Optimization exercise on an open flow, not production practice.
RTL: at most simulated, not proved equivalent.
Power: default activity.

==> flow/design.v <==
module rbc_swap_mem (
  input  logic       clk,
  input  logic       rst,
  input  logic       wr_en,
  input  logic [4:0] wr_addr,
  input  logic [4:0] wr_data,
  input  logic [4:0] rd_addr_a,
  output logic [4:0] rd_data_a,
  input  logic [4:0] rd_addr_b,
  output logic [4:0] rd_data_b
);
  logic [4:0] mem [32];
  logic [4:0] d_one, d_zero;
  assign d_one  = wr_data | {5{rst}};
  assign d_zero = wr_data & ~{5{rst}};
  always_ff @(posedge clk) begin
    for (int e = 0; e < 32; e++) begin
      if (rst || (wr_en && wr_addr == 5'(e))) begin
        for (int b = 0; b < 5; b++) begin
          mem[e][b] <= e[b] ? d_one[b] : d_zero[b];
        end
      end
    end
  end
  assign rd_data_a = mem[rd_addr_a];
  assign rd_data_b = mem[rd_addr_b];
endmodule
module rotor_byte_cipher (
  input  logic        clk,
  input  logic        rst,
  input  logic        cfg_we,
  input  logic [1:0]  cfg_index,
  input  logic [59:0] cfg_data,
  input  logic        byte_valid,
  output logic        byte_ready,
  input  logic        restart,
  input  logic [7:0]  data_in,
  output logic        code_valid,
  input  logic        code_ready,
  output logic [7:0]  data_out
);
  logic [159:0] keys;
  logic [2:0]   key_zero;    
  logic [4:0] v0, v1, vsum;
  logic [2:0] t0, t1, tsum;
  logic       dirty;         
  logic       sweeping;      
  logic       wr_v, wr_last;
  logic [4:0] wr_addr, wr_data;
  logic       sweep_done;    
  logic [2:0] trk_found, trk_done;
  logic [2:0][2:0] trk_gap;   
  logic [2:0] gsum;           
  logic       s1_v, s1_wait, s1_alt;
  logic [4:0] s1_x, s1_xr, s1_kv;
  logic [2:0] s1_t, s1_dh;
  logic       s2_v;
  logic [4:0] s2_a;
  logic [2:0] s2_h;
  logic       o1_v;
  logic [7:0] o1_d;
  logic       rdy;
  logic [4:0] key_v, key_w, key_0, key_31, vsum_w;
  logic [4:0] tab_a, tab_b;
  logic       accept, take, s2_move, s1_move, wr_go, sweep_step;
  logic       gc1, gc2, tc1, tc2;
  logic [2:0] gadd;
  logic [2:0] hit;
  logic [2:0][2:0] gap;       
  logic       s1_v_n, s1_wait_n, s2_v_n, o0_v_n, o1_v_n;
  assign byte_ready = rdy;
  assign accept     = byte_valid && rdy;
  assign take       = code_valid && code_ready;
  assign s2_move    = s2_v && (!o1_v || take);
  assign s1_move    = s1_v && !s1_wait && (!s2_v || s2_move);
  assign wr_go      = wr_v && (!s2_v || !o1_v);
  assign sweep_step = sweeping && (!wr_v || wr_go);
  always_ff @(posedge clk) begin
    if (cfg_we && cfg_index == 2'd0) keys[59:0]    <= cfg_data;
    if (cfg_we && cfg_index == 2'd1) keys[119:60]  <= cfg_data;
    if (cfg_we && cfg_index == 2'd2) keys[159:120] <= cfg_data[39:0];
  end
  function automatic logic part_zero(input logic [4:0] i, input logic [2:0] z);
    part_zero = (i < 5'd12) ? z[0] : ((i < 5'd24) ? z[1] : z[2]);
  endfunction
  assign vsum_w = ~vsum;
  assign key_v  = part_zero(vsum, key_zero)   ? 5'd0 : keys[vsum*5 +: 5];
  assign key_w  = part_zero(vsum_w, key_zero) ? 5'd0 : keys[vsum_w*5 +: 5];
  assign key_0  = key_zero[0] ? 5'd0 : keys[4:0];
  assign key_31 = key_zero[2] ? 5'd0 : keys[159:155];
  always_comb begin
    for (int k = 0; k < 3; k++) begin
      gap[k] = trk_done[k] ? trk_gap[k] : 3'd0;
      hit[k] = (wr_addr == 5'(k)) || (wr_addr == 5'(31 - k));
    end
    gadd = '0;
    for (int k = 0; k < 3; k++) begin
      if (hit[k] && trk_found[k] && !trk_done[k]) begin
        gadd = gadd | (trk_gap[k] + 3'd1);
      end
    end
  end
  assign gc1  = (gap[0] == 3'd7);
  assign gc2  = gc1 && (gap[1] == 3'd7);
  assign tc1  = (t0 == 3'd7);
  assign tc2  = tc1 && (t1 == 3'd7);
  assign s1_v_n    = accept || (s1_v && !s1_move);
  assign s1_wait_n = (accept && restart && dirty) || (s1_wait && !sweep_done);
  assign s2_v_n    = s1_move || (s2_v && !s2_move);
  assign o0_v_n    = take ? (o1_v || s2_move) : (code_valid || s2_move);
  assign o1_v_n    = take ? (o1_v && s2_move) : (o1_v || (code_valid && s2_move));
  rbc_swap_mem u_swap_mem (
    .clk       (clk),
    .rst       (rst),
    .wr_en     (wr_go),
    .wr_addr   (wr_addr),
    .wr_data   (wr_data),
    .rd_addr_a (data_in[4:0]),
    .rd_data_a (tab_a),
    .rd_addr_b (s2_a),
    .rd_data_b (tab_b)
  );
  always_ff @(posedge clk) begin
    if (rst) begin
      key_zero   <= '1;
      dirty      <= 1'b1;
      sweeping   <= 1'b0;
      wr_v       <= 1'b0;
      sweep_done <= 1'b0;
      s1_v       <= 1'b0;
      s1_wait    <= 1'b0;
      s2_v       <= 1'b0;
      code_valid <= 1'b0;
      o1_v       <= 1'b0;
      rdy        <= 1'b1;
      v0         <= '0;
      v1         <= '0;
      vsum       <= '0;
      t0         <= '0;
      t1         <= '0;
      tsum       <= '0;
    end else begin
      if (take) begin
        if (o1_v) begin
          data_out <= o1_d;
          o1_v     <= s2_move;
          o1_d     <= {s2_h, tab_b};
        end else begin
          code_valid <= s2_move;
          data_out   <= {s2_h, tab_b};
        end
      end else if (s2_move) begin
        if (!code_valid) begin
          code_valid <= 1'b1;
          data_out   <= {s2_h, tab_b};
        end else begin
          o1_v <= 1'b1;
          o1_d <= {s2_h, tab_b};
        end
      end
      if (s1_move) begin
        s2_v <= 1'b1;
        s2_a <= (s1_alt ? s1_xr : s1_x) + s1_kv;
        s2_h <= s1_dh + s1_t;
      end else if (s2_move) begin
        s2_v <= 1'b0;
      end
      if (accept) begin
        s1_v   <= 1'b1;
        s1_x   <= tab_a;
        s1_dh  <= data_in[7:5];
        s1_alt <= 1'b0;
        if (restart) begin
          s1_kv <= key_0;
          v0    <= 5'd1;
          v1    <= 5'd0;
          vsum  <= 5'd1;
          if (dirty) begin
            s1_wait   <= 1'b1;
            s1_alt    <= 1'b1;
            s1_xr     <= data_in[4:0];
            sweeping  <= 1'b1;
            wr_v      <= 1'b1;
            wr_last   <= 1'b0;
            wr_addr   <= key_0;
            wr_data   <= key_31;
            trk_found <= '0;
            trk_done  <= '0;
            trk_gap   <= '0;
            gsum      <= '0;
          end else begin
            s1_t <= gsum;
            t0   <= gap[0] + 3'd1;
            t1   <= gap[1] + 3'(gc1);
            tsum <= gsum + 3'd1 + 3'(gc1) + 3'(gc2);
          end
        end else begin
          s1_kv <= key_v;
          s1_t  <= tsum;
          v0    <= v0 + 5'd1;
          v1    <= v1 + 5'(v0 == 5'd31);
          vsum  <= vsum + 5'd1 + 5'(v0 == 5'd31) + 5'(v0 == 5'd31 && v1 == 5'd31);
          t0    <= t0 + 3'd1;
          t1    <= t1 + 3'(tc1);
          tsum  <= tsum + 3'd1 + 3'(tc1) + 3'(tc2);
        end
      end else if (s1_move) begin
        s1_v <= 1'b0;
      end
      if (wr_go) begin
        wr_v <= 1'b0;
        gsum <= gsum + gadd;
        for (int k = 0; k < 3; k++) begin
          if (trk_found[k] && !trk_done[k]) begin
            trk_gap[k] <= trk_gap[k] + 3'd1;
          end
          if (hit[k]) begin
            trk_found[k] <= 1'b1;
            if (trk_found[k]) begin
              trk_done[k] <= 1'b1;
            end
          end
        end
      end
      if (sweep_step) begin
        wr_v    <= 1'b1;
        wr_addr <= key_v;
        wr_data <= key_w;
        wr_last <= (vsum == 5'd31);
        if (vsum == 5'd31) begin
          sweeping <= 1'b0;
          vsum     <= 5'd1;
        end else begin
          vsum     <= vsum + 5'd1;
        end
      end
      sweep_done <= wr_go && wr_last;
      if (wr_go && wr_last) begin
        s2_a <= s1_xr;
      end
      if (sweep_done) begin
        dirty   <= 1'b0;
        s1_wait <= 1'b0;
        s1_xr   <= tab_b;
        s1_t    <= gsum;
        t0      <= gap[0] + 3'd1;
        t1      <= gap[1] + 3'(gc1);
        tsum    <= gsum + 3'd1 + 3'(gc1) + 3'(gc2);
      end
      if (cfg_we && cfg_index != 2'd3) begin
        dirty <= 1'b1;
        key_zero[cfg_index] <= 1'b0;
      end
      rdy <= !(s1_v_n && s2_v_n && o0_v_n && o1_v_n) && !s1_wait_n;
    end
  end
endmodule
==> flow/run.sh <==
#!/bin/bash
# synth_recipe.tcl (not shown) runs the flow's synth.tcl, then flattens the netlist and writes it again
# the make line also repeats each setting of config.mk as NAME=value (left out here)
make -C /OpenROAD-flow-scripts/flow DESIGN_CONFIG=/design/flow/config.mk WORK_HOME=/design/flow/orfs CLKGATE_MAP_FILE= SYNTH_SCRIPT=/design/flow/synth_recipe.tcl finish
==> flow/config.mk <==
export PLATFORM = sky130hd
export DESIGN_NAME = rotor_byte_cipher
export DESIGN_NICKNAME = rotor_byte_cipher
export VERILOG_FILES = /design/flow/design.v
export SDC_FILE = /design/flow/constraint.sdc
export NUM_CORES = 4
export LEC_CHECK = 0
export ABC_AREA = 1
export CAP_MARGIN = 20
export CORE_MARGIN = 2
export CORE_UTILIZATION = 40
export CTS_CLUSTER_DIAMETER = 100
export CTS_CLUSTER_SIZE = 30
export PLACE_DENSITY = 0.6
export SETUP_SLACK_MARGIN = 3.6
export SLEW_MARGIN = 20
==> flow/constraint.sdc <==
create_clock -name core_clock -period 6.0 [get_ports {clk}]
set_input_delay 1.2000 -clock core_clock [delete_from_list [all_inputs] [get_ports {clk}]]
set_output_delay 1.2000 -clock core_clock [all_outputs]
set_load 0.01 [all_outputs]
==> metrics.md, run 1 <==
| Metric | Value |
|---|---|
| Clock insertion delay at the later pin of the skew report | `around 580 ps` |
| Final antenna-violating net count | `0` |
| Crit share post-route | `0.401` |
| CTS tree | `built` |
| Critical register-to-register path startpoint | `wr_addr[2]` |
| Via count of the first global-routing pass | `17000` |
| Number of nets in the layout | `roughly 2600` |
| Remaining max-slew budget at the tightest pin | `0.376` |
| Launching instance or port of the critical path | `rst` |
| Fraction of layout instances using a drive strength above 1 | `0.121` |
| Total Wirelength | `slightly below 70 mm` |
| Post-CTS Hold Buffers | `0` |
| Per-instance average area after synthesis | `~9 sq um` |
| Reg2Reg Depth | `12` |
| Logic depth of the worst setup path including buffers | `8` |
| Antenna violations before repair | `0` |
| Buf+Inv Stages, Crit Path | `4` |
| DR iter-0 viols | `1621` |
| Nature of the critical path startpoint | `input pin` |
| Cts bufs inserted | `19` |
| Peak supply drop | `between 0.15 and 0.2 mV` |
| Number of nets in the synthesized netlist | `~2500` |
| CP peak stage delay | `about 430 ps` |
| Antenna Diode Count | `0` |
| Power dissipated by switching net loads | `1.79 mW` |
| Number of maximum-capacitance violations | `0` |
| Endpoint of the worst setup timing path | `v0[2]` |
| Top cell family by delay on the critical path | `buffers and inverters` |
| Final hold violations | `0` |
| Maximum number of pins on one net before global-route repair | `between 90 and 100` |
| Register bit count reported by yosys | `between 400 and 500` |
| Maximum operating frequency | `416 MHz` |
| Number of flops mapped to enable cells by yosys | `395` |
| Standard cell core area | `between 0.05 and 0.06 sq mm` |
| Most used flip-flop cell after synthesis | `edfxtp_1` |
| Clock-pin slew reported for the worst setup and hold paths after clock tree synthesis | `around 120 ps` |
| Internal power contribution | `around 4.5 mW` |
| Power per cell area | `around 250 mW/mm^2` |
| Final max-slew violation count | `0` |
| Average routed wire per standard cell | `between 20 and 25 um` |
| Via density per instance | `5.53` |
| Number of sinks on the clock net | `around 430` |
| Post-synthesis cell count | `between 2000 and 2500` |
| Area growth from synthesis to layout | `15.9%` |
| Clock power frac | `0.259` |
| RSZ-0062 raised after global routing | `yes` |
| First-pass GRT wire length | `between 100 and 150 mm` |
| Fill cells | `approximately 5000` |
| Global Route Usage Sum | `0.242` |
| Endpoint of the lowest-slack register-to-register path | `gsum[2]` |
| Critical Path Slowest Stage Cell | `clkdlybuf4s50_1` |
| Die area | `around 0.056 sq mm` |
| Gp weighted congestion | `around 1` |
| Part of the total power dissipated in combinational logic | `0.167` |
| Distinct cell type count after synthesis | `42` |
| Post-synth design cell area | `about 0.022 sq mm` |
| Post-detailed-route DRC marker count | `0` |
| Status | `timing/DRC/antenna clean` |
| Final-layout setup total negative slack | `0 ps` |
| Fraction of registers with async set/reset | `0` |
| Final setup violation count | `0` |
| Total overflow reported by the global router | `0` |
| H-tree depth | `1` |
| Overall via count from detail_route | `between 15000 and 20000` |
| Static power due to leakage | `9.82 nW` |
| Type of the worst setup path | `input pin to flop` |
| Reg-to-reg slack, setup | `about 3600 ps` |
| Yosys warns | `3` |
| IO Port Bufs | `85` |
| Series of cell instances along the critical path | `clkdlybuf4s50_1 -> buf_6 -> inv_8 -> buf_16 -> nand2_1 -> o21ai_1 -> o21ai_0 -> a21oi_1` |
| Critical path required time | `about 6500 ps` |
| Total design power | `around 6.2 mW` |
| WP data arrival | `between 2000 and 3000 ps` |
| Actual slew at the worst max-slew pin | `a little over 900 ps` |
| Clock period minus final worst setup slack | `approximately 2400 ps` |
| Sequential share of the synthesized area | `0.581` |
| Clock Root Buffer | `clkbuf_16` |
| Chip Width | `237 um` |
| I/O pin cnt | `86` |
| Ranking of synthesized cells by area | `edfxtp_1, nand2_1, o21ai_0` |
| Power share of the sequential group | `0.574` |
| Cell row count | `between 80 and 90` |
| Largest clock skew in the final design | `between 20 and 25 ps` |
| Switching portion of total power | `0.286` |
| Drt first pass iters | `6` |
| Largest area contributor in the synthesized netlist | `edfxtp_1` |
| Capturing element type of the critical path | `flop` |
| Effective utilization at floorplan | `0.404` |
| Worst Hold Launch | `s2_h[2]` |
| Max Root-Sink Buffers | `3` |
| Area share of the largest cell type after synthesis | `0.547` |
| Hpwl dp | `a little under 50 mm` |
| Die Height | `237 um` |
| Final core utilization | `0.468` |
| Largest driver fanout on the critical path | `27` |
| Classification of the worst-slack hold path | `flop to flop` |
[worst min path at each step]
stage | to | slack, ps | cells after the start
6_report | o1_d[7] | 460 | 0
5_1_grt | o1_d[5] | 480 | 0
4_1_cts | o1_d[7] | 460 | 0
3_5_place_dp | o1_d[7] | 440 | 0
3_3_place_gp | o1_d[5] | 430 | 0
2_1_floorplan | v0[3] | 420 | 1
[power by group through the flow]
stage	registers [mW]	logic (mW)	clock network [mW]
4_1_cts	3.59	0.985	1.65
3_5_place_dp	3.67	0.886	0
6_report	3.58	1.04	1.62
2_1_floorplan	3.59	0.601	0
3_3_place_gp	3.67	0.871	0
5_1_grt	3.60	1.14	1.75
[flip-flops by register name, indices dropped and copies added (netlist names), 8 cells and up]
name	count
trk_gap	9
o1_d	8
data_out	8
keys	160
u_swap_mem.mem	160
[cells in the final DEF, fill, tap and decap left out, types with 7 or more instances in the layout]
cell / count
ha_1: 19
inv_1: 177
buf_6: 13
a31oi_1: 8
nand2_2: 16
inv_2: 12
clkdlybuf4s50_1: 69
nor2_2: 21
dfxtp_1: 30
nand2_1: 599
clkbuf_16: 21
o21ai_1: 8
clkinvlp_4: 7
buf_4: 60
nand4_1: 68
nand3_1: 180
o21ai_2: 17
a21oi_1: 106
nand3_2: 9
o22ai_1: 21
clkbuf_1: 8
o21ai_0: 191
nor2_1: 228
edfxtp_1: 395
nor3_2: 8
buf_2: 7
nand2_4: 11
o211ai_1: 43
nor2_4: 23
[area by class of cell]
cell class / instances / area (sq um) / share of cell area
Sequential cell: 432 / 12600 / 0.502
Clock inverter: 6 / 63.8 / 0.00254
Multi-Input combinational cell: 1648 / 8580 / 0.341
Tap cell: 696 / 871 / 0.0346
Clock buffer: 28 / 531 / 0.0211
Inverter: 203 / 857 / 0.0341
Timing Repair Buffer: 169 / 1640 / 0.0650
[per-layer routing]
metal | up-vias | part of all wire | GRT usage | wire, um
met5 | - | 0 | 0 | 0
met4 | 0 | 0.049 | 0.101 | 3390
met3 | 145 | 0.053 | 0.0225 | 3700
met2 | 633 | 0.50 | 0.429 | 34500
met1 | 8442 | 0.40 | 0.302 | 27800
li1 | 8387 | - | - | -
[metrics by stage]
| stage | cells | hold slack (ps) | cell area, sq um | setup WS (ps) |
|---|---|---|---|---|
| final | 3182 | 461 | 25200 | 3600 |
| after global routing | 3182 | 478 | 25200 | 3460 |
| after CTS | 3162 | 465 | 24700 | 3550 |
| after detailed placement | 3083 | 437 | 23200 | 2280 |
| after global placement | 3083 | 431 | 23200 | 2320 |
| after floorplan | 2394 | 423 | 21900 | 3380 |
[cell families (layout without fill, tap and decap cells)]
logic type	count (synthesis)	count (layout)	synth area share
and+or+nand+nor	1180	1180	0.229
adders and majority gates	34	34	0.0217
DFF	432	432	0.581
xor gates and xnor gates	12	12	0.00484
AOI/OAI and AO/OA	422	422	0.107
buffers and inverters	314	406	0.0575
[repair_timing]
| action | CTS | global route |
|---|---|---|
| gates cloned | 1 | 1 |
| buffers inserted | 44 | 19 |
| resized for setup | 206 | 78 |
| pin swaps | 26 | 29 |
| endpoints found under the setup margin | 586 | 139 |
[cells in the mapped netlist, types with 4 or more instances]
cell / n
o22ai_1: 21
xnor2_1: 5
buf_1: 4
ha_1: 28
inv_1: 196
o31ai_1: 4
inv_2: 5
xor2_1: 7
buf_2: 52
nand4_1: 68
nor2_1: 261
edfxtp_1: 395
nand3_2: 5
a31oi_1: 8
fa_1: 6
nand2_1: 627
nor3_2: 5
nand3_1: 184
nor2_2: 9
dfxtp_1: 37
clkbuf_1: 54
a21oi_1: 114
o21ai_0: 217
o211ai_1: 43
nor3_1: 13
Testbench counts, summed over its fixed seeds: cycles 12,417.
==> run 2, diff against run 1 <==
--- a/flow/config.mk
+++ b/flow/config.mk
@@ -8,9 +8,9 @@
 export ABC_AREA = 1
 export CAP_MARGIN = 20
 export CORE_MARGIN = 2
-export CORE_UTILIZATION = 40
+export CORE_UTILIZATION = 55
 export CTS_CLUSTER_DIAMETER = 100
 export CTS_CLUSTER_SIZE = 30
-export PLACE_DENSITY = 0.6
+export PLACE_DENSITY = 0.7
 export SETUP_SLACK_MARGIN = 3.6
 export SLEW_MARGIN = 20
==> metrics.md, run 2 <==
| Metric | Value |
|---|---|
| Hpwl dp | `46.6 mm` |
| Distinct cell type count after synthesis | `between 40 and 50` |
| Area fraction in and, or, nand and nor cells after synthesis | `0.229` |
| Number of maximum-capacitance violations | `0` |
| Total Wirelength | `66.3 mm` |
| Total overflow reported by the global router | `0` |
| Standard cell core area | `about 0.039 sq mm` |
| Classification of the worst-slack hold path | `flop to flop` |
| Capturing element type of the critical path | `flop` |
| Per-instance average area after synthesis | `9.06 sq um` |
| Number of sinks on the clock net | `approximately 430` |
| Nature of the critical path startpoint | `input pin` |
| Final antenna-violating net count | `0` |
| Clock insertion delay at the later pin of the skew report | `around 560 ps` |
| Post-synthesis cell count | `about 2400` |
| Register bit count reported by yosys | `432` |
| Critical path required time | `approximately 6300 ps` |
| Via count of the first global-routing pass | `between 15000 and 20000` |
| Antenna Diode Count | `0` |
| Drt first pass iters | `6` |
| Max Root-Sink Buffers | `3` |
| Die Height | `between 200 and 250 um` |
| Clock-pin slew reported for the worst setup and hold paths after clock tree synthesis | `between 100 and 150 ps` |
| Area share of the largest cell type after synthesis | `0.547` |
| Effective utilization at floorplan | `0.559` |
| Dpl cells | `around 2900` |
| Largest driver fanout on the critical path | `6` |
| Most used standard cells in the synthesized netlist | `nand2_1, edfxtp_1, nor2_1` |
| Yosys warns | `3` |
| Average routed wire per standard cell | `22.1 um` |
| Maximum number of pins on one net before global-route repair | `between 100 and 150` |
| Fraction of layout instances using a drive strength above 1 | `0.121` |
| Sequential share of the synthesized area | `0.581` |
| Number of flops mapped to enable cells by yosys | `395` |
| Peak supply drop | `0.242 mV` |
| Post-synth design cell area | `around 0.022 sq mm` |
| Static power due to leakage | `approximately 10 nW` |
| Status | `timing/DRC/antenna clean` |
| H-tree depth | `1` |
| Crit share post-route | `0.405` |
| Maximum operating frequency | `around 400 MHz` |
| Final Non-Filler Cells | `about 3000` |
| First-pass GRT wire length | `approximately 100 mm` |
| Area used by multi-input combinational logic | `roughly 0.0085 sq mm` |
| Actual slew at the worst max-slew pin | `1020 ps` |
| Dominant combinational cell family by area after synthesis | `simple AND/OR/NAND/NOR gates` |
| Largest clock skew in the final design | `between 20 and 25 ps` |
| RSZ-0062 raised after global routing | `yes` |
| Clock Root Buffer | `clkbuf_16` |
| Final cell area excluding filler cells | `between 0.02 and 0.025 sq mm` |
| Largest area contributor in the synthesized netlist | `edfxtp_1` |
| Cell row count | `approximately 70` |
| Clock period minus final worst setup slack | `2430 ps` |
| Global Route Usage Sum | `0.314` |
| Most used flip-flop cell after synthesis | `edfxtp_1` |
| Number of nets in the layout | `~2600` |
| Multiplexer fraction of the synthesized cell area | `0` |
| Chip Width | `203 um` |
| Remaining max-slew budget at the tightest pin | `0.317` |
| Most frequent cell after synthesis | `nand2_1` |
| Gp weighted congestion | `between 0.9 and 1` |
| Complex-gate fraction of the synthesized area | `0.107` |
| IO Port Bufs | `between 80 and 90` |
| Adder and majority cell fraction of the synthesized area | `0.0217` |
| Combined flip-flop and latch cell area | `about 0.013 sq mm` |
| Number of nets in the synthesized netlist | `roughly 2500` |
| Die area | `between 0.04 and 0.05 sq mm` |
| Final-layout setup total negative slack | `0 ps` |
| Overall via count from detail_route | `18000` |
| Final hold violations | `0` |
| Cts bufs inserted | `18` |
| Ranking of synthesized cells by area | `edfxtp_1, nand2_1, o21ai_0` |
| CTS tree | `built` |
| WP data arrival | `about 2700 ps` |
| Final setup violation count | `0` |
| Area growth from synthesis to layout | `14.8%` |
| Post-detailed-route DRC marker count | `0` |
| Placed Area | `~0.023 sq mm` |
| Fraction of registers with async set/reset | `0` |
| Post-Synth XOR/XNOR Area | `0.00484` |
| Via density per instance | `5.98` |
| DR iter-0 viols | `~1800` |
| Final max-slew violation count | `0` |
| Power per cell area | `247 mW/mm^2` |
| Commonest cells after routing, fill and taps aside | `nand2_1, edfxtp_1, nor2_1` |
| Antenna violations before repair | `0` |
| Fill cells | `3169` |
| Registers with the most flip-flops | `keys x160, u_swap_mem.mem x160, trk_gap x9` |
| Most common library cell in the layout ignoring fill and taps | `nand2_1` |
| Type of the worst setup path | `input pin to flop` |
| I/O pin cnt | `86` |
-- run 2: where the power goes --
group	internal, mW	total [mW]	switching (mW)	leakage (nW)
Clock	0.608	1.53	0.923	0.260
Combinational	0.336	1.04	0.704	5.50
Sequential	3.47	3.58	0.110	4.02
-- run 2: critical path, cell delays in order --
cell,delay [ps]
clkdlybuf4s15_2,310
nand2_4,210
nor2_4,80
nand2_1,90
inv_2,80
nand2_1,80
o21ai_0,80
nor2_1,260
nand2_1,100
nor2_1,130
nand3_1,110
-- run 2: cell type report --
| class | instances | share of cell area |
|---|---|---|
| Inverter | 203 | 0.0348 |
| Clock inverter | 3 | 0.00100 |
| Multi-Input combinational cell | 1648 | 0.343 |
| Clock buffer | 29 | 0.0206 |
| Tap cell | 518 | 0.0260 |
| Timing Repair Buffer | 169 | 0.0679 |
| Sequential cell | 432 | 0.507 |
| Timing Repair inverter | 1 | 0.000301 |
-- run 2: final timing paths --
path / depth (start not counted) / from / to / slack (ps)
worst max-delay path: 11 / data_in[2] / s1_x[4] / 3570
worst min-delay path: 1 / v1[4] / v1[4] / 460
worst max register to register: 12 / wr_addr[1] / gsum[2] / 3590
worst min register to register: 1 / v1[4] / v1[4] / 460
-- run 2: logic make-up after synthesis --
group           after synthesis
compound gates              422
xor+xnor                     12
fa+ha+maj                    34
buf+inv                     314
flops                       432
simple gates               1180
-- run 2: what timing repair did --
item                                    CTS  global route
gates resized for setup                 177            92
hold buffers                              0             0
endpoints found under the hold margin     0             0
setup buffers                            30            30
cloned                                    1             3
endpoints found under the setup margin  562           158
pin swaps                                24            21
-- run 2: per-stage QoR --
step,total power [mW],worst slack (ps),hold WS (ps),util
after CTS,6.08,3580,457,0.626
after detailed placement,4.55,2210,437,0.593
after floorplan,4.20,3380,423,-
after global placement,4.52,2270,433,0.593
final,6.15,3570,460,0.641
after global routing,6.37,3430,471,0.641
-- run 2: layer usage --
layer,wire length [um],track usage,vias up
met1,26400,0.412,8607
met2,32000,0.534,802
met4,3200,0.129,0
met3,4640,0.0377,155
li1,-,-,8386
met5,0,0,-
==> run 3, diff against run 2 <==
--- a/flow/config.mk
+++ b/flow/config.mk
@@ -8,9 +8,10 @@
 export ABC_AREA = 1
 export CAP_MARGIN = 20
 export CORE_MARGIN = 2
-export CORE_UTILIZATION = 55
-export CTS_CLUSTER_DIAMETER = 100
-export CTS_CLUSTER_SIZE = 30
-export PLACE_DENSITY = 0.7
+export CORE_UTILIZATION = 40
+export CTS_BUF_LIST = sky130_fd_sc_hd__clkbuf_8
+export CTS_CLUSTER_DIAMETER = 60
+export CTS_CLUSTER_SIZE = 14
+export PLACE_DENSITY = 0.6
 export SETUP_SLACK_MARGIN = 3.6
 export SLEW_MARGIN = 20
==> metrics.md, run 3 <==
| Metric | Value |
|---|---|
| Via density per instance | `5.53` |
| Peak supply drop | `0.188 mV` |
| First-pass GRT wire length | `between 100 and 150 mm` |
| Final setup violation count | `0` |
| Cts bufs inserted | `between 40 and 50` |
| DR iter-0 viols | `about 1700` |
| Distinct cell type count after synthesis | `42` |
| Drt first pass iters | `6` |
| I/O pin cnt | `86` |
| Remaining max-slew budget at the tightest pin | `0.371` |
| Placement-stage worst setup slack | `2280 ps` |
| Registers with the most flip-flops | `keys x160, u_swap_mem.mem x160, trk_gap x9` |
| IO Port Bufs | `between 80 and 90` |
| RSZ-0062 raised after global routing | `yes` |
| Clock period minus final worst setup slack | `approximately 2400 ps` |
| Final critical-path setup slack | `between 3000 and 4000 ps` |
| Hpwl dp | `between 40 and 50 mm` |
| Most frequent cell after synthesis | `nand2_1` |
| Actual slew at the worst max-slew pin | `~940 ps` |
| Static power due to leakage | `approximately 9.9 nW` |
| Crit share post-route | `0.398` |
| Yosys warns | `3` |
| Final Non-Filler Cells | `~3200` |
| Library cell appearing most often on the critical path | `nor2_1` |
| Antenna violations before repair | `1` |
| Max Root-Sink Buffers | `3` |
| Area growth from synthesis to layout | `16.7%` |
| Sequential share of the synthesized area | `0.581` |
| H-tree depth | `2` |
| Critical Path Slowest Stage Cell | `edfxtp_1` |
| Total Wirelength | `70.2 mm` |
| Cell row count | `85` |
| Fraction of layout instances using a drive strength above 1 | `0.130` |
| Chip Width | `about 240 um` |
| Largest driver fanout on the critical path | `5` |
| Total overflow reported by the global router | `0` |
| Largest area contributor in the synthesized netlist | `edfxtp_1` |
| Average routed wire per standard cell | `around 22 um` |
| Number of nets in the synthesized netlist | `2504` |
| Largest clock skew in the final design | `between 30 and 40 ps` |
| Commonest cells after routing, fill and taps aside | `nand2_1, edfxtp_1, nor2_1` |
| Area fraction in and, or, nand and nor cells after synthesis | `0.229` |
| Complex-gate fraction of the synthesized area | `0.107` |
| Nature of the critical path startpoint | `flop` |
| Maximum operating frequency | `419 MHz` |
| Post-Synth XOR/XNOR Area | `0.00484` |
| Final hold violations | `0` |
| Most used standard cells in the synthesized netlist | `nand2_1, edfxtp_1, nor2_1` |
| Power per cell area | `256 mW/mm^2` |
| Post-detailed-route DRC marker count | `0` |
| Clock Root Buffer | `clkbuf_8` |
| Via count of the first global-routing pass | `around 17000` |
| Multiplexer fraction of the synthesized cell area | `0` |
| Ranking of synthesized cells by area | `edfxtp_1, nand2_1, o21ai_0` |
| Overall via count from detail_route | `between 15000 and 20000` |
| Maximum number of pins on one net before global-route repair | `92` |
| Gp weighted congestion | `about 1` |
| Number of flops mapped to enable cells by yosys | `about 400` |
| Post-synth design cell area | `0.0217 sq mm` |
| Series of cell instances along the critical path | `inv_1 -> nand2_4 -> nor2_1 -> nand3_1 -> nand2_1 -> nor2_1 -> nand2_1 -> nor2_1 -> nand3_2 -> nor2_1 -> nor2_1` |
| Standard cell core area | `0.0537 sq mm` |
| Final antenna-violating net count | `0` |
| Dominant combinational cell family by area after synthesis | `simple AND/OR/NAND/NOR gates` |
| Post-CTS Hold Buffers | `0` |
| Classification of the worst-slack hold path | `flop to flop` |
| Number of maximum-capacitance violations | `0` |
| Number of sinks on the clock net | `432` |
| Number of nets in the layout | `~2600` |
| CP peak stage delay | `roughly 570 ps` |
| Area share of the largest cell type after synthesis | `0.547` |
| Clock insertion delay at the later pin of the skew report | `650 ps` |
| Adder and majority cell fraction of the synthesized area | `0.0217` |
| WP data arrival | `2790 ps` |
| Most used flip-flop cell after synthesis | `edfxtp_1` |
| Type of the worst setup path | `flop to flop` |
| Post-synthesis cell count | `between 2000 and 2500` |
| Critical path required time | `between 6000 and 7000 ps` |
| Capturing element type of the critical path | `flop` |
| Status | `timing/DRC/antenna clean` |
| CTS tree | `built` |
| Effective utilization at floorplan | `0.404` |
| Die Height | `~240 um` |
| Clock-pin slew reported for the worst setup and hold paths after clock tree synthesis | `roughly 90 ps` |
| Most common library cell in the layout ignoring fill and taps | `nand2_1` |
| Dpl cells | `around 3000` |
| Fraction of registers with async set/reset | `0` |
| Final-layout setup total negative slack | `0 ps` |
| Final max-slew violation count | `0` |
| Per-instance average area after synthesis | `9.06 sq um` |
| Global Route Usage Sum | `0.247` |
| Die area | `0.0561 sq mm` |
| Register bit count reported by yosys | `about 430` |
## run 3: cell counts after synthesis
Identical to the previous run, type by type.
## run 3: logic make-up after synthesis
logic type | after synthesis
fa+ha+maj | 34
flops | 432
simple gates | 1180
compound gates | 422
xor+xnor | 12
buf+inv | 314
## run 3: worst paths after layout
check / start / to / slack, ps / cells past startpoint
worst max register to register: s2_a[1] / data_out[0] / 3610 / 11
worst max-delay path: s2_a[1] / data_out[0] / 3610 / 11
worst min register to register: s2_h[2] / o1_d[7] / 460 / 0
worst min-delay path: s2_h[2] / o1_d[7] / 460 / 0
## run 3: what timing repair did
| item | in CTS | in global routing |
|---|---|---|
| resized for setup | 193 | 87 |
| endpoints found under the hold margin | 0 | 0 |
| setup buffers | 45 | 19 |
| setup endpoints to repair | 508 | 206 |
| cloned | 1 | 1 |
| pin swaps | 27 | 32 |
## run 3: area by class of cell
cell class                      count  area [sq um]
Clock buffer                       42           578
Inverter                          203           852
Antenna cell                        1          2.50
Multi-Input combinational cell   1648          8540
Timing Repair Buffer              170          1640
Sequential cell                   432         12600
Tap cell                          696           871
Fill cell                        5016         28400
Clock inverter                     26           220
## run 3: worst max-delay path: cells and delay by family, from the launching register on
kind,cells,cell delay (ps)
simple gates,10,1360
flops,1,570
buf+inv,1,210
## run 3: per-layer routing
| layer | up-vias | wire length [um] | GRT usage |
|---|---|---|---|
| li1 | 8445 | - | - |
| met1 | 8538 | 28400 | 0.306 |
| met2 | 673 | 34800 | 0.431 |
| met3 | 148 | 3870 | 0.0261 |
| met4 | 0 | 3170 | 0.119 |
| met5 | - | 0 | 0 |
## run 3: power by group
group          leakage [nW]  switching, mW  total (mW)  internal (mW)
Combinational          5.49          0.704        1.03          0.331
Sequential             4.02          0.112        3.58           3.47
Clock                 0.434           1.06        1.86          0.796
Total                  9.95           1.88        6.47           4.60
## run 3: per-stage QoR
step / cell area (sq um) / power (mW) / hold slack [ps] / utilization
4_1_cts: 24900 / 6.47 / 459 / 0.463
5_1_grt: 25300 / 6.74 / 475 / 0.472
3_5_place_dp: 23200 / 4.55 / 437 / 0.433
2_1_floorplan: 21900 / 4.20 / 423 / -
6_report: 25300 / 6.47 / 455 / 0.472
3_3_place_gp: 23200 / 4.54 / 431 / 0.433
==> run 4, diff against run 3 <==
--- a/flow/design.v
+++ b/flow/design.v
@@ -50,7 +50,6 @@
   logic       sweep_done;    
   logic [2:0] trk_found, trk_done;
   logic [2:0][2:0] trk_gap;   
-  logic [2:0] gsum;           
   logic       s1_v, s1_wait, s1_alt;
   logic [4:0] s1_x, s1_xr, s1_kv;
   logic [2:0] s1_t, s1_dh;
@@ -63,8 +62,8 @@
   logic [4:0] key_v, key_w, key_0, key_31, vsum_w;
   logic [4:0] tab_a, tab_b;
   logic       accept, take, s2_move, s1_move, wr_go, sweep_step;
+  logic [2:0] gsum;
   logic       gc1, gc2, tc1, tc2;
-  logic [2:0] gadd;
   logic [2:0] hit;
   logic [2:0][2:0] gap;       
   logic       s1_v_n, s1_wait_n, s2_v_n, o0_v_n, o1_v_n;
@@ -93,13 +92,8 @@
       gap[k] = trk_done[k] ? trk_gap[k] : 3'd0;
       hit[k] = (wr_addr == 5'(k)) || (wr_addr == 5'(31 - k));
     end
-    gadd = '0;
-    for (int k = 0; k < 3; k++) begin
-      if (hit[k] && trk_found[k] && !trk_done[k]) begin
-        gadd = gadd | (trk_gap[k] + 3'd1);
-      end
-    end
-  end
+  end
+  assign gsum = gap[0] + gap[1] + gap[2];
   assign gc1  = (gap[0] == 3'd7);
   assign gc2  = gc1 && (gap[1] == 3'd7);
   assign tc1  = (t0 == 3'd7);
@@ -187,7 +181,6 @@
             trk_found <= '0;
             trk_done  <= '0;
             trk_gap   <= '0;
-            gsum      <= '0;
           end else begin
             s1_t <= gsum;
             t0   <= gap[0] + 3'd1;
@@ -209,7 +202,6 @@
       end
       if (wr_go) begin
         wr_v <= 1'b0;
-        gsum <= gsum + gadd;
         for (int k = 0; k < 3; k++) begin
           if (trk_found[k] && !trk_done[k]) begin
             trk_gap[k] <= trk_gap[k] + 3'd1;
--- a/flow/config.mk
+++ b/flow/config.mk
@@ -9,9 +9,6 @@
 export CAP_MARGIN = 20
 export CORE_MARGIN = 2
 export CORE_UTILIZATION = 40
-export CTS_BUF_LIST = sky130_fd_sc_hd__clkbuf_8
-export CTS_CLUSTER_DIAMETER = 60
-export CTS_CLUSTER_SIZE = 14
 export PLACE_DENSITY = 0.6
 export SETUP_SLACK_MARGIN = 3.6
 export SLEW_MARGIN = 20
==> metrics.md, run 4 <==
| Metric | Value |
|---|---|
| Sequential share of the synthesized area | `0.584` |
| Total Wirelength | `65.6 mm` |
| Standard cell core area | `approximately 0.053 sq mm` |
| Area share of the largest cell type after synthesis | `0.549` |
| Static power due to leakage | `between 10 and 15 nW` |
| Clock period minus final worst setup slack | `approximately 2400 ps` |
| Critical Path Slowest Stage Cell | `fa_2` |
| Reg-to-reg slack, setup | `between 3000 and 4000 ps` |
| Critical register-to-register path startpoint | `trk_done[0]` |
| Launching instance or port of the critical path | `trk_done[0]` |
| Final hold violations | `0` |
| Fraction of layout instances using a drive strength above 1 | `0.121` |
| Status | `timing/DRC/antenna clean` |
| Antenna violations before repair | `0` |
| Drt first pass iters | `5` |
| Chip Width | `about 240 um` |
| Cts bufs inserted | `between 40 and 50` |
| RSZ-0062 raised after global routing | `yes` |
| Register bit count reported by yosys | `around 430` |
| CP peak stage delay | `520 ps` |
| Most common library cell in the layout ignoring fill and taps | `nand2_1` |
| DR iter-0 viols | `1467` |
| Largest clock skew in the final design | `approximately 21 ps` |
| Hpwl dp | `roughly 45 mm` |
| Post-detailed-route DRC marker count | `0` |
| Cell row count | `84` |
| Endpoint of the lowest-slack register-to-register path | `tsum[1]` |
| Number of maximum-capacitance violations | `0` |
| Effective utilization at floorplan | `0.406` |
| First-pass GRT wire length | `approximately 98 mm` |
| H-tree depth | `2` |
| Via density per instance | `between 5 and 6` |
| Die area | `between 0.05 and 0.06 sq mm` |
| Capturing element type of the critical path | `flop` |
| Largest driver fanout on the critical path | `4` |
| Maximum number of pins on one net before global-route repair | `96` |
| IO Port Bufs | `85` |
| Via count of the first global-routing pass | `~17000` |
| Distinct cell type count after synthesis | `40` |
| Total overflow reported by the global router | `0` |
| Clock-pin slew reported for the worst setup and hold paths after clock tree synthesis | `60 ps` |
| CTS tree | `built` |
| Clock insertion delay at the later pin of the skew report | `between 600 and 700 ps` |
| Classification of the worst-slack hold path | `flop to flop` |
| Post-synth design cell area | `0.0214 sq mm` |
| WP data arrival | `2910 ps` |
| Clock Root Buffer | `clkbuf_16` |
| Die Height | `around 240 um` |
| Critical path required time | `around 6500 ps` |
| Yosys warns | `3` |
| Final antenna-violating net count | `0` |
| Peak supply drop | `about 0.23 mV` |
| Reg2Reg Depth | `12` |
| Overall via count from detail_route | `17600` |
| Max Root-Sink Buffers | `3` |
| Most frequent cell after synthesis | `nand2_1` |
| Fraction of registers with async set/reset | `0` |
| Series of cell instances along the critical path | `nand2_2 -> xor2_1 -> ha_1 -> inv_2 -> ha_4 -> inv_4 -> ha_4 -> inv_2 -> fa_2 -> nor2_1 -> a21oi_1 -> a21oi_1` |
| Final-layout setup total negative slack | `0 ps` |
| Most used standard cells in the synthesized netlist | `nand2_1, edfxtp_1, nor2_1` |
| Commonest cells after routing, fill and taps aside | `nand2_1, edfxtp_1, nor2_1` |
| Actual slew at the worst max-slew pin | `about 1000 ps` |
| Registers with the most flip-flops | `keys x160, u_swap_mem.mem x160, trk_gap x9` |
| I/O pin cnt | `86` |
| Nature of the critical path startpoint | `flop` |
| Type of the worst setup path | `flop to flop` |
| Antenna Diode Count | `0` |
| Most used flip-flop cell after synthesis | `edfxtp_1` |
| Tightest hold margin | `about 450 ps` |
| Number of nets in the synthesized netlist | `~2500` |
| Endpoint of the worst setup timing path | `tsum[1]` |
| Final setup violation count | `0` |
| Per-instance average area after synthesis | `a little over 9 sq um` |
| Crit share post-route | `0.405` |
| Number of nets in the layout | `2585` |
| Number of sinks on the clock net | `~430` |
| Global Route Usage Sum | `0.231` |
| Ranking of synthesized cells by area | `edfxtp_1, nand2_1, o21ai_0` |
| Remaining max-slew budget at the tightest pin | `0.300` |
| Largest area contributor in the synthesized netlist | `edfxtp_1` |
| Maximum operating frequency | `around 410 MHz` |
| Number of flops mapped to enable cells by yosys | `392` |
| Post-synthesis cell count | `around 2400` |
| Power per cell area | `a little under 300 mW/mm^2` |
| Average routed wire per standard cell | `20.5 um` |
| Final max-slew violation count | `0` |
| Area growth from synthesis to layout | `20.1%` |
| Post-CTS Hold Buffers | `0` |
| Gp weighted congestion | `approximately 0.94` |
[run 4: logic make-up (layout without fill, tap and decap cells)]
kind of cell / count (synthesis) / count (layout) / synth area share
compound gates: 432 / 432 / 0.109
mux: 2 / 2 / 0.000992
xor+xnor: 11 / 11 / 0.00449
simple gates: 1150 / 1150 / 0.223
fa+ha+maj: 35 / 35 / 0.0225
buf+inv: 306 / 453 / 0.0561
flops: 429 / 429 / 0.584
[run 4: through the flow]
step                power, mW  utilization  cell area, sq um  instances  worst slack (ps)
finish                   7.65        0.488             25700       3200              3570
detailed placement       4.55        0.436             23000       3061              2190
CTS                      7.64        0.477             25100       3178              3440
global route             7.94        0.488             25700       3200              3460
floorplan                4.19            -             21500       2365              3360
global placement         4.53        0.436             23000       3061              2160
[run 4: worst min-delay path by stage]
| stage | start | end | slack [ps] | depth (start not counted) |
|---|---|---|---|---|
| global placement | v0[3] | v0[3] | 450 | 1 |
| floorplan | v0[3] | v0[3] | 420 | 1 |
| CTS | v0[3] | v0[3] | 460 | 1 |
| global route | v0[3] | v0[3] | 480 | 1 |
| finish | v0[3] | v0[3] | 450 | 1 |
| detailed placement | v0[3] | v0[3] | 450 | 1 |
[run 4: layout make-up]
type | count | area [sq um]
clock buffers | 62 | 1270
inverters | 208 | 865
multi-input cells | 1630 | 8380
clock inverters | 27 | 327
repair buffers | 154 | 1500
repair inverters | 2 | 16.3
flip-flops and latches | 429 | 12500
well taps | 688 | 861
fillers | 4845 | 27000
[run 4: critical path, delay by kind of cell, from the launching register on]
kind                     cells  cell delay, ps
adder cells (fa/ha/maj)      4            1110
flip-flops                   1             460
AO/OA/AOI/OAI                2             210
AND/OR/NAND/NOR              2             180
buffers and inverters        3             180
XOR/XNOR                     1             180
[run 4: power by group]
part           total, mW  switching [mW]  internal (mW)
Clock               3.02            1.25           1.77
Sequential          3.56           0.105           3.46
Combinational       1.06           0.718          0.342
Total               7.65            2.07           5.57
[run 4: routing by layer]
layer  wire length, um  vias up  global-route usage
li1                  -     8379                   -
met4              2570        0              0.0867
met3              3630      141              0.0338
met1             27000     8495               0.289
met2             32500      633               0.404
met5                 0        -                   0
[run 4: timing repair]
item / 4_1_cts / 5_1_grt
setup endpoints to repair: 498 / 247
buffers inserted: 26 / 21
hold endpoints to repair: 0 / 0
gates resized for setup: 170 / 118
gates cloned: 2 / 1
pin swaps: 22 / 24
Testbench counts of run 4, summed over its fixed seeds: cycles 12,417.
==> run 5, diff against run 4 <==
--- a/flow/design.v
+++ b/flow/design.v
@@ -50,6 +50,7 @@
   logic       sweep_done;    
   logic [2:0] trk_found, trk_done;
   logic [2:0][2:0] trk_gap;   
+  logic [2:0] gsum;           
   logic       s1_v, s1_wait, s1_alt;
   logic [4:0] s1_x, s1_xr, s1_kv;
   logic [2:0] s1_t, s1_dh;
@@ -62,8 +63,8 @@
   logic [4:0] key_v, key_w, key_0, key_31, vsum_w;
   logic [4:0] tab_a, tab_b;
   logic       accept, take, s2_move, s1_move, wr_go, sweep_step;
-  logic [2:0] gsum;
   logic       gc1, gc2, tc1, tc2;
+  logic [2:0] gadd;
   logic [2:0] hit;
   logic [2:0][2:0] gap;       
   logic       s1_v_n, s1_wait_n, s2_v_n, o0_v_n, o1_v_n;
@@ -92,8 +93,13 @@
       gap[k] = trk_done[k] ? trk_gap[k] : 3'd0;
       hit[k] = (wr_addr == 5'(k)) || (wr_addr == 5'(31 - k));
     end
-  end
-  assign gsum = gap[0] + gap[1] + gap[2];
+    gadd = '0;
+    for (int k = 0; k < 3; k++) begin
+      if (hit[k] && trk_found[k] && !trk_done[k]) begin
+        gadd = gadd | (trk_gap[k] + 3'd1);
+      end
+    end
+  end
   assign gc1  = (gap[0] == 3'd7);
   assign gc2  = gc1 && (gap[1] == 3'd7);
   assign tc1  = (t0 == 3'd7);
@@ -181,6 +187,7 @@
             trk_found <= '0;
             trk_done  <= '0;
             trk_gap   <= '0;
+            gsum      <= '0;
           end else begin
             s1_t <= gsum;
             t0   <= gap[0] + 3'd1;
@@ -202,6 +209,7 @@
       end
       if (wr_go) begin
         wr_v <= 1'b0;
+        gsum <= gsum + gadd;
         for (int k = 0; k < 3; k++) begin
           if (trk_found[k] && !trk_done[k]) begin
             trk_gap[k] <= trk_gap[k] + 3'd1;
==> flow/flow/run.sh (new file) <==
#!/bin/bash
# layout flow: the standard flow, with plain buffers on the ports (instead of
# the delay cells buffer_ports picks by default) and resizing not tied to footprints
bash standard.sh MATCH_CELL_FOOTPRINT=0 "BUFFER_PORTS_ARGS=-buffer_cell sky130_fd_sc_hd__buf_2" finish > standard.log 2>&1
==> flow/standard.sh (new file) <==
#!/bin/bash
# synth_recipe.tcl (not shown) runs the flow's synth.tcl, then flattens the netlist and writes it again
# the make line also repeats each setting of config.mk as NAME=value (left out here)
make -C /OpenROAD-flow-scripts/flow DESIGN_CONFIG=/design/flow/config.mk WORK_HOME=/design/flow/orfs CLKGATE_MAP_FILE= SYNTH_SCRIPT=/design/flow/synth_recipe.tcl "${@:-finish}"
removed: flow/run.sh
==> metrics.md, run 5 <==
| Metric | Value |
|---|---|
| Largest area contributor in the synthesized netlist | `edfxtp_1` |
| Die Height | `237 um` |
| Most used standard cells in the synthesized netlist | `nand2_1, edfxtp_1, nor2_1` |
| CP peak stage delay | `~540 ps` |
| Series of cell instances along the critical path | `inv_1 -> nor2_2 -> nand2_2 -> nor2_4 -> a21oi_2 -> nor2_2 -> inv_2 -> o221ai_1 -> fa_2 -> xor2_2 -> nand2_1 -> nand2_1 -> nor2_1` |
| Die area | `approximately 0.056 sq mm` |
| Max Root-Sink Buffers | `3` |
| Average routed wire per standard cell | `approximately 21 um` |
| Peak supply drop | `0.226 mV` |
| Clock insertion delay at the later pin of the skew report | `590 ps` |
| IO Port Bufs | `85` |
| Distinct cell type count after synthesis | `between 40 and 50` |
| Yosys warns | `3` |
| DR iter-0 viols | `1439` |
| Total Wirelength | `roughly 70 mm` |
| Final-layout setup total negative slack | `0 ps` |
| Registers with the most flip-flops | `keys x160, u_swap_mem.mem x160, trk_gap x9` |
| Launching instance or port of the critical path | `wr_addr[1]` |
| Total design power | `about 7.4 mW` |
| Area growth from synthesis to layout | `16.6%` |
| H-tree depth | `2` |
| Critical path required time | `around 6300 ps` |
| Most used flip-flop cell after synthesis | `edfxtp_1` |
| Sequential share of the synthesized area | `0.581` |
| Number of sinks on the clock net | `about 430` |
| Met2 track demand over resource | `0.426` |
| Nature of the critical path startpoint | `flop` |
| Critical Path Slowest Stage Cell | `edfxtp_1` |
| Post-detailed-route DRC marker count | `0` |
| First-pass GRT wire length | `102 mm` |
| WP data arrival | `about 2800 ps` |
| Number of maximum-capacitance violations | `0` |
| Reg2Reg Depth | `13` |
| Cts bufs inserted | `47` |
| Gp weighted congestion | `0.928` |
| Number of nets in the synthesized netlist | `around 2500` |
| Ranking of synthesized cells by area | `edfxtp_1, nand2_1, o21ai_0` |
| Cell row count | `85` |
| Peak-usage layer in the global routing report | `met2` |
| Crit share post-route | `0.406` |
| Most frequent cell after synthesis | `nand2_1` |
| Via density per instance | `5.53` |
| Maximum number of pins on one net before global-route repair | `about 110` |
| Clock-pin slew reported for the worst setup and hold paths after clock tree synthesis | `about 60 ps` |
| Power per cell area | `roughly 290 mW/mm^2` |
| Static power due to leakage | `slightly above 10 nW` |
| Actual slew at the worst max-slew pin | `1130 ps` |
| Fraction of registers with async set/reset | `0` |
| Type of the worst setup path | `flop to flop` |
| I/O pin cnt | `86` |
| Overall via count from detail_route | `about 18000` |
| Critical register-to-register path startpoint | `wr_addr[1]` |
| Global Route Usage Sum | `0.240` |
| Number of flops mapped to enable cells by yosys | `395` |
| Per-instance average area after synthesis | `a little over 9 sq um` |
| Worst hold path stage count | `1` |
| Antenna violations before repair | `1` |
| Post-synthesis cell count | `between 2000 and 2500` |
| RSZ-0062 raised after global routing | `yes` |
| CTS tree | `built` |
| Standard cell core area | `0.0537 sq mm` |
| Status | `timing/DRC/antenna clean` |
| Post-synth design cell area | `0.0217 sq mm` |
| Drt first pass iters | `7` |
| Post-CTS Hold Buffers | `0` |
| Final max-slew violation count | `0` |
| Via count of the first global-routing pass | `about 17000` |
| Fraction of layout instances using a drive strength above 1 | `0.145` |
| Register bit count reported by yosys | `between 400 and 500` |
| Buf+Inv Stages, Crit Path | `2` |
| Endpoint of the lowest-slack register-to-register path | `gsum[2]` |
| Reg-to-reg slack, setup | `around 3600 ps` |
| Final hold violations | `0` |
| Effective utilization at floorplan | `0.404` |
| Capturing element type of the critical path | `flop` |
| Area share of the largest cell type after synthesis | `0.547` |
| Met3 Resource Use GR | `0.0314` |
| Hpwl dp | `about 48 mm` |
| Largest clock skew in the final design | `approximately 14 ps` |
| Chip Width | `around 240 um` |
| Number of nets in the layout | `around 2600` |
| Top cell family by delay on the critical path | `simple AND/OR/NAND/NOR gates` |
| Total overflow reported by the global router | `0` |
| Most common library cell in the layout ignoring fill and taps | `nand2_1` |
| GRT met1 Usage | `0.294` |
| Remaining max-slew budget at the tightest pin | `0.247` |
| Clock period minus final worst setup slack | `~2400 ps` |
| Hold-critical path endpoint | `v0[3]` |
| Commonest cells after routing, fill and taps aside | `nand2_1, edfxtp_1, nor2_1` |
| Maximum operating frequency | `between 400 and 500 MHz` |
| Worst Hold Launch | `v0[3]` |
| Largest driver fanout on the critical path | `6` |
| Classification of the worst-slack hold path | `flop to flop` |
| Antenna Diode Count | `0` |
| Final antenna-violating net count | `0` |
| Final setup violation count | `0` |
| Clock Root Buffer | `clkbuf_16` |
| Final core utilization | `0.471` |
## run 5: changes by cell type in the layout (fill, tap and decap cells not counted), sizes merged, moves of 20 or more
cell           before  now
buf                79  138
clkdlybuf4s50      68    0
nand2             588  628
nand3             209  189
nand4              48   68
o21ai             238  218
## run 5: cell type report
cell class	instances	area, sq um
Fill cell	5042	28400
Sequential cell	432	12600
Multi-Input combinational cell	1648	8450
Clock buffer	62	1360
Timing Repair Buffer	141	956
Tap cell	696	871
Inverter	203	868
Clock inverter	20	169
Timing Repair inverter	1	11.3
## run 5: worst max-delay path by stage
stage | slack, ps | to | cells past startpoint
6_report | 3560 | gsum[2] | 13
5_1_grt | 3450 | gsum[2] | 14
4_1_cts | 3540 | vsum[4] | 16
3_5_place_dp | 2620 | u_swap_mem.mem[6][1] | 4
3_3_place_gp | 2710 | u_swap_mem.mem[6][0] | 4
2_1_floorplan | 3390 | keys[0] | 3
## run 5: layer usage
| layer | wire length, um | up-vias |
|---|---|---|
| met3 | 3700 | 135 |
| met1 | 27600 | 8556 |
| met4 | 2890 | 0 |
| li1 | - | 8393 |
| met5 | 0 | - |
| met2 | 34200 | 617 |
## run 5: cells by family (layout without fill, tap and decap cells)
logic type / count (synthesis) / after routing / share of synthesized area
adders and majority gates: 34 / 34 / 0.0217
xor gates and xnor gates: 12 / 12 / 0.00484
AOI/OAI and AO/OA: 422 / 422 / 0.107
and+or+nand+nor: 1180 / 1180 / 0.229
DFF: 432 / 432 / 0.581
buffers and inverters: 314 / 427 / 0.0575
## run 5: timing repair
action | CTS | global route
resized for setup | 85 | 105
cloned | 0 | 1
setup endpoints to repair | 269 | 144
setup buffers | 18 | 17
pin swaps | 12 | 28
## run 5: report_power, final
group          internal [mW]  leakage (nW)  switching, mW
Sequential              3.48          4.02          0.107
Clock                   1.71         0.755           1.17
Combinational          0.286          5.30          0.695
Total                   5.47          10.1           1.97
## run 5: through the flow
stage | hold slack (ps) | instances | setup WS (ps) | area (sq um)
after floorplan | 423 | 2394 | 3390 | 21900
after CTS | 454 | 3185 | 3540 | 24800
after detailed placement | 442 | 3085 | 2620 | 22900
after global routing | 466 | 3203 | 3450 | 25300
after global placement | 437 | 3084 | 2710 | 22800
final | 456 | 3203 | 3560 | 25300
Testbench counts of run 5, summed over its fixed seeds: cycles 12,417.
==> run 6, diff against run 5 <==
--- a/flow/config.mk
+++ b/flow/config.mk
@@ -9,6 +9,8 @@
 export CAP_MARGIN = 20
 export CORE_MARGIN = 2
 export CORE_UTILIZATION = 40
+export CTS_CLUSTER_DIAMETER = 100
+export CTS_CLUSTER_SIZE = 30
 export PLACE_DENSITY = 0.6
 export SETUP_SLACK_MARGIN = 3.6
 export SLEW_MARGIN = 20
==> metrics.md, run 6 <==
| Metric | Value |
|---|---|
| Number of nets in the layout | `around 2600` |
| Ranking of synthesized cells by area | `edfxtp_1, nand2_1, o21ai_0` |
| Final setup violation count | `0` |
| Final antenna-violating net count | `0` |
| First-pass GRT wire length | `101 mm` |
| Gp weighted congestion | `between 0.9 and 1` |
| Post-synth design cell area | `around 0.022 sq mm` |
| Overall via count from detail_route | `17500` |
| Chip Width | `about 240 um` |
| Drt first pass iters | `6` |
| Power per cell area | `about 250 mW/mm^2` |
| Met2 track demand over resource | `0.427` |
| Classification of the worst-slack hold path | `flop to flop` |
| Most used flip-flop cell after synthesis | `edfxtp_1` |
| Most used standard cells in the synthesized netlist | `nand2_1, edfxtp_1, nor2_1` |
| Post-detailed-route DRC marker count | `0` |
| Area growth from synthesis to layout | `13.1%` |
| Capturing element type of the critical path | `flop` |
| Critical path required time | `roughly 6400 ps` |
| Fraction of layout instances using a drive strength above 1 | `0.138` |
| Type of the worst setup path | `flop to flop` |
| Number of sinks on the clock net | `roughly 430` |
| Registers with the most flip-flops | `keys x160, u_swap_mem.mem x160, trk_gap x9` |
| Yosys warns | `3` |
| Remaining max-slew budget at the tightest pin | `0.262` |
| Largest clock skew in the final design | `approximately 23 ps` |
| Final max-slew violation count | `0` |
| RSZ-0062 raised after global routing | `yes` |
| Fraction of registers with async set/reset | `0` |
| Per-instance average area after synthesis | `between 9 and 10 sq um` |
| Max Root-Sink Buffers | `3` |
| Hpwl dp | `48.3 mm` |
| Post-CTS Hold Buffers | `0` |
| DR iter-0 viols | `1584` |
| Distinct cell type count after synthesis | `between 40 and 50` |
| Area share of the largest cell type after synthesis | `0.547` |
| Peak-usage layer in the global routing report | `met2` |
| Die Height | `between 200 and 250 um` |
| Largest area contributor in the synthesized netlist | `edfxtp_1` |
| H-tree depth | `1` |
| Maximum operating frequency | `between 400 and 500 MHz` |
| Register bit count reported by yosys | `between 400 and 500` |
| Static power due to leakage | `about 9.7 nW` |
| Via count of the first global-routing pass | `roughly 17000` |
| Clock period minus final worst setup slack | `2400 ps` |
| Number of nets in the synthesized netlist | `between 2000 and 3000` |
| Met3 Resource Use GR | `0.0262` |
| CP peak stage delay | `between 500 and 600 ps` |
| Total overflow reported by the global router | `0` |
| Series of cell instances along the critical path | `inv_2 -> nor2_4 -> nand2_2 -> nor2_4 -> a21oi_4 -> nor2_2 -> inv_2 -> o221ai_2 -> ha_2 -> fa_2 -> xor2_2 -> nand2_1 -> nand2_1 -> nor2_1` |
| Nature of the critical path startpoint | `flop` |
| Tightest hold margin | `between 400 and 500 ps` |
| CTS tree | `built` |
| Standard cell core area | `0.0537 sq mm` |
| Critical Path Slowest Stage Cell | `edfxtp_1` |
| Number of maximum-capacitance violations | `0` |
| Cell row count | `between 80 and 90` |
| Post-synthesis cell count | `approximately 2400` |
| Maximum number of pins on one net before global-route repair | `113` |
| Most frequent cell after synthesis | `nand2_1` |
| IO Port Bufs | `between 80 and 90` |
| Total Wirelength | `68.0 mm` |
| I/O pin cnt | `86` |
| Number of flops mapped to enable cells by yosys | `a little under 400` |
| Clock insertion delay at the later pin of the skew report | `570 ps` |
| Effective utilization at floorplan | `0.404` |
| Global Route Usage Sum | `0.236` |
| Clock Root Buffer | `clkbuf_16` |
| GRT met1 Usage | `0.294` |
| Status | `timing/DRC/antenna clean` |
| Actual slew at the worst max-slew pin | `1110 ps` |
| Cts bufs inserted | `19` |
| Commonest cells after routing, fill and taps aside | `nand2_1, edfxtp_1, nor2_1` |
| Via density per instance | `5.53` |
| Most common library cell in the layout ignoring fill and taps | `nand2_1` |
| Peak supply drop | `~0.24 mV` |
| Average routed wire per standard cell | `between 20 and 25 um` |
| Antenna Diode Count | `0` |
| Final hold violations | `0` |
| WP data arrival | `~2800 ps` |
| Final-layout setup total negative slack | `0 ps` |
| Antenna violations before repair | `0` |
| Largest driver fanout on the critical path | `4` |
| Sequential share of the synthesized area | `0.581` |
| Die area | `approximately 0.056 sq mm` |
| Crit share post-route | `0.400` |
| Clock-pin slew reported for the worst setup and hold paths after clock tree synthesis | `around 120 ps` |
-- run 6: cell count changes in the layout (fill, tap and decap cells not counted), moves of 3 or more --
cell	delta
buf_4	+11
bufinv_16	-3
clkbuf_16	-32
clkinv_1	-8
clkinv_2	-8
nor2_4	+3
-- run 6: metrics by stage --
stage          utilization  setup slack (ps)  total power, mW  instances  cell area, sq um
2_1_floorplan            -              3390             4.20       2394             21900
3_3_place_gp         0.425              2710             4.51       3084             22800
3_5_place_dp         0.426              2620             4.53       3085             22900
4_1_cts              0.445              3530             6.17       3138             23900
5_1_grt              0.457              3430             6.45       3167             24500
6_report             0.457              3600             6.21       3167             24500
-- run 6: path summary, 6_finish.rpt --
check / cells after the start / endpoint / slack (ps) / start
hold reg to reg: 1 / v1[4] / 460 / v1[4]
setup / recovery: 14 / gsum[2] / 3600 / wr_addr[0]
hold / removal: 1 / v1[4] / 460 / v1[4]
setup reg to reg: 14 / gsum[2] / 3600 / wr_addr[0]
-- run 6: cells by family (layout without fill, tap and decap cells) --
group                    count (synthesis)  count (layout)  share of synthesized area
XOR/XNOR                                12              12                    0.00484
adder cells (fa/ha/maj)                 34              34                     0.0217
flip-flops                             432             432                      0.581
buffers and inverters                  314             391                     0.0575
AO/OA/AOI/OAI                          422             422                      0.107
AND/OR/NAND/NOR                       1180            1180                      0.229
-- run 6: where the power goes --
group	total, mW	switching (mW)	internal, mW
logic	0.999	0.701	0.298
registers	3.58	0.103	3.47
clock network	1.63	0.972	0.662
total	6.21	1.78	4.43
-- run 6: repair_timing --
action,CTS,global route
buffers inserted,20,28
endpoints found under the setup margin,273,153
resized for setup,89,111
gates cloned,0,1
pin swaps,12,33
-- run 6: critical path: cells and delay by family, from the launching register on --
family,cells,cell delay (ps)
AO/OA/AOI/OAI,2,260
adder cells (fa/ha/maj),2,600
XOR/XNOR,1,160
flip-flops,1,510
buffers and inverters,2,210
AND/OR/NAND/NOR,7,430
-- run 6: cell type report --
class,count,area [sq um]
clock buffers,26,523
clock inverters,7,72.6
fillers,5137,29200
inverters,203,873
multi-input cells,1648,8470
flip-flops and latches,432,12600
well taps,696,871
repair buffers,154,1110
repair inverters,1,11.3
-- run 6: routing by layer --
metal	wire length (um)	vias up
met5	0	-
met1	27500	8561
met2	34400	523
met4	2630	0
met3	3420	101
li1	-	8333
==> run 7, diff against run 6 <==
--- a/flow/config.mk
+++ b/flow/config.mk
@@ -10,7 +10,7 @@
 export CORE_MARGIN = 2
 export CORE_UTILIZATION = 40
 export CTS_CLUSTER_DIAMETER = 100
-export CTS_CLUSTER_SIZE = 30
+export CTS_CLUSTER_SIZE = 24
 export PLACE_DENSITY = 0.6
 export SETUP_SLACK_MARGIN = 3.6
 export SLEW_MARGIN = 20
==> metrics.md, run 7 <==
| Metric | Value |
|---|---|
| Number of flops mapped to enable cells by yosys | `395` |
| Clock-pin slew reported for the worst setup and hold paths after clock tree synthesis | `100 ps` |
| Chip Width | `about 240 um` |
| First-pass GRT wire length | `just over 100 mm` |
| Classification of the worst-slack hold path | `flop to flop` |
| Via count of the first global-routing pass | `around 17000` |
| Antenna violations before repair | `0` |
| Critical path required time | `6340 ps` |
| Met3 wire length | `~3.4 mm` |
| Per-instance average area after synthesis | `between 9 and 10 sq um` |
| Fraction of layout instances using a drive strength above 1 | `0.133` |
| Switching portion of total power | `0.281` |
| Commonest cells after routing, fill and taps aside | `nand2_1, edfxtp_1, nor2_1` |
| Sequential share of the synthesized area | `0.581` |
| Met1 Routed Length | `27.6 mm` |
| Die Height | `approximately 240 um` |
| CP peak stage delay | `about 460 ps` |
| Maximum number of pins on one net before global-route repair | `about 110` |
| Standard cell core area | `roughly 0.054 sq mm` |
| Power dissipated by switching net loads | `approximately 1.8 mW` |
| Clock Root Buffer | `clkbuf_16` |
| Internal power contribution | `approximately 4.5 mW` |
| Part of the total power dissipated in combinational logic | `0.158` |
| Peak supply drop | `about 0.27 mV` |
| Most frequent cell after synthesis | `nand2_1` |
| Fraction of registers with async set/reset | `0` |
| Post-synth design cell area | `0.0217 sq mm` |
| Post-CTS Hold Buffers | `0` |
| Number of sinks on the clock net | `432` |
| Final hold violations | `0` |
| Gp weighted congestion | `roughly 0.93` |
| Cell row count | `85` |
| CTS tree | `built` |
| Actual slew at the worst max-slew pin | `1100 ps` |
| Final-layout setup total negative slack | `0 ps` |
| Largest driver fanout on the critical path | `4` |
| Post-Synth XOR/XNOR Area | `0.00484` |
| Post-synthesis cell count | `between 2000 and 2500` |
| Capturing element type of the critical path | `flop` |
| I/O pin cnt | `86` |
| WP data arrival | `~2800 ps` |
| Number of nets in the layout | `around 2600` |
| Clock period minus final worst setup slack | `around 2400 ps` |
| RSZ-0062 raised after global routing | `yes` |
| Most common library cell in the layout ignoring fill and taps | `nand2_1` |
| Area fraction in and, or, nand and nor cells after synthesis | `0.229` |
| Type of the worst setup path | `flop to flop` |
| Largest clock skew in the final design | `around 17 ps` |
| WL met2 | `approximately 34 mm` |
| Static power due to leakage | `approximately 9.7 nW` |
| Final setup violation count | `0` |
| Final antenna-violating net count | `0` |
| Register bit count reported by yosys | `~430` |
| Multiplexer fraction of the synthesized cell area | `0` |
| Most used flip-flop cell after synthesis | `edfxtp_1` |
| Maximum operating frequency | `approximately 410 MHz` |
| Complex-gate fraction of the synthesized area | `0.107` |
| Total Wirelength | `around 68 mm` |
| Clock insertion delay at the later pin of the skew report | `about 570 ps` |
| Number of maximum-capacitance violations | `0` |
| Status | `timing/DRC/antenna clean` |
| Nature of the critical path startpoint | `flop` |
| Power share of the sequential group | `0.570` |
| Die area | `approximately 0.056 sq mm` |
| Registers with the most flip-flops | `keys x160, u_swap_mem.mem x160, trk_gap x9` |
| Most used standard cells in the synthesized netlist | `nand2_1, edfxtp_1, nor2_1` |
| H-tree depth | `1` |
| Series of cell instances along the critical path | `buf_4 -> nand2_2 -> nor2_1 -> a21oi_2 -> nor2_1 -> nand2_1 -> o221ai_2 -> ha_2 -> fa_2 -> xor2_2 -> nand2_1 -> nand2_1 -> nor2_1` |
| Clock power frac | `0.271` |
| Post-detailed-route DRC marker count | `0` |
| Total design power | `6.27 mW` |
| DR iter-0 viols | `around 1500` |
| Remaining max-slew budget at the tightest pin | `0.263` |
| Via density per instance | `5.56` |
| Launching instance or port of the critical path | `wr_addr[0]` |
| Number of nets in the synthesized netlist | `2504` |
| Antenna Diode Count | `0` |
| Overall via count from detail_route | `~18000` |
| Distinct cell type count after synthesis | `42` |
| Area growth from synthesis to layout | `12.9%` |
| Worst Hold Launch | `v0[3]` |
| Average routed wire per standard cell | `around 21 um` |
| Area share of the largest cell type after synthesis | `0.547` |
| Max Root-Sink Buffers | `3` |
| Final max-slew violation count | `0` |
| Global Route Usage Sum | `0.237` |
| Adder and majority cell fraction of the synthesized area | `0.0217` |
| Yosys warns | `3` |
| Ranking of synthesized cells by area | `edfxtp_1, nand2_1, o21ai_0` |
| IO Port Bufs | `85` |
| Largest area contributor in the synthesized netlist | `edfxtp_1` |
| Drt first pass iters | `7` |
| Dominant combinational cell family by area after synthesis | `simple AND/OR/NAND/NOR gates` |
| Uppermost layer routed | `met4` |
| Crit share post-route | `0.407` |
| Effective utilization at floorplan | `0.404` |
| Power per cell area | `about 260 mW/mm^2` |
| Total overflow reported by the global router | `0` |
| Critical register-to-register path startpoint | `wr_addr[0]` |
| Hpwl dp | `about 48 mm` |
| Critical Path Slowest Stage Cell | `edfxtp_1` |
| Cts bufs inserted | `22` |
-- run 7: critical path: cells and delay by family, from the launching register on --
| family | cells | cell delay (ps) |
|---|---|---|
| fa+ha+maj | 2 | 560 |
| buf+inv | 1 | 170 |
| simple gates | 7 | 530 |
| xor+xnor | 1 | 170 |
| flops | 1 | 460 |
| compound gates | 2 | 310 |
-- run 7: layout make-up --
cell class	instances	area (sq um)
fill	5131	29200
sequential	432	12600
multi-input combinational	1648	8400
timing repair buffer	148	1060
tap	696	871
inverter	203	868
clock buffer	36	634
clock inverter	4	28.8
timing repair inverter	1	11.3
-- run 7: routing by layer --
metal	global-route usage	vias to the layer above
met5	0	-
met1	0.297	8583
li1	-	8338
met4	0.0836	0
met3	0.0249	134
met2	0.423	557
-- run 7: path summary, 6_finish.rpt --
check / end / slack, ps / cells past startpoint
worst min register to register: v0[3] / 460 / 1
worst min-delay path: v0[3] / 460 / 1
worst max register to register: gsum[2] / 3560 / 13
worst max-delay path: gsum[2] / 3560 / 13
-- run 7: stage by stage --
step | util | instances | area (sq um) | hold slack, ps | setup WS [ps]
5_1_grt | 0.456 | 3168 | 24500 | 478 | 3420
3_3_place_gp | 0.425 | 3084 | 22800 | 437 | 2710
2_1_floorplan | - | 2394 | 21900 | 423 | 3390
3_5_place_dp | 0.426 | 3085 | 22900 | 442 | 2620
6_report | 0.456 | 3168 | 24500 | 461 | 3560
4_1_cts | 0.446 | 3145 | 23900 | 460 | 3520
-- run 7: kinds of logic after synthesis --
family	count (synthesis)
buf+inv	314
simple gates	1180
flops	432
fa+ha+maj	34
compound gates	422
xor+xnor	12
-- run 7: repair_timing --
item | 4_1_cts | 5_1_grt
resized for setup | 85 | 97
pin swaps | 12 | 29
setup buffers | 20 | 22
setup endpoints to repair | 273 | 146
gates cloned | 0 | 1
-- run 7: power by group through the flow --
stage                     registers, mW  clock network, mW  logic (mW)
after detailed placement           3.66                  0       0.869
after floorplan                    3.59                  0       0.601
final                              3.58               1.70       0.993
after global routing               3.59               1.85        1.09
after CTS                          3.58               1.74       0.926
after global placement             3.65                  0       0.851
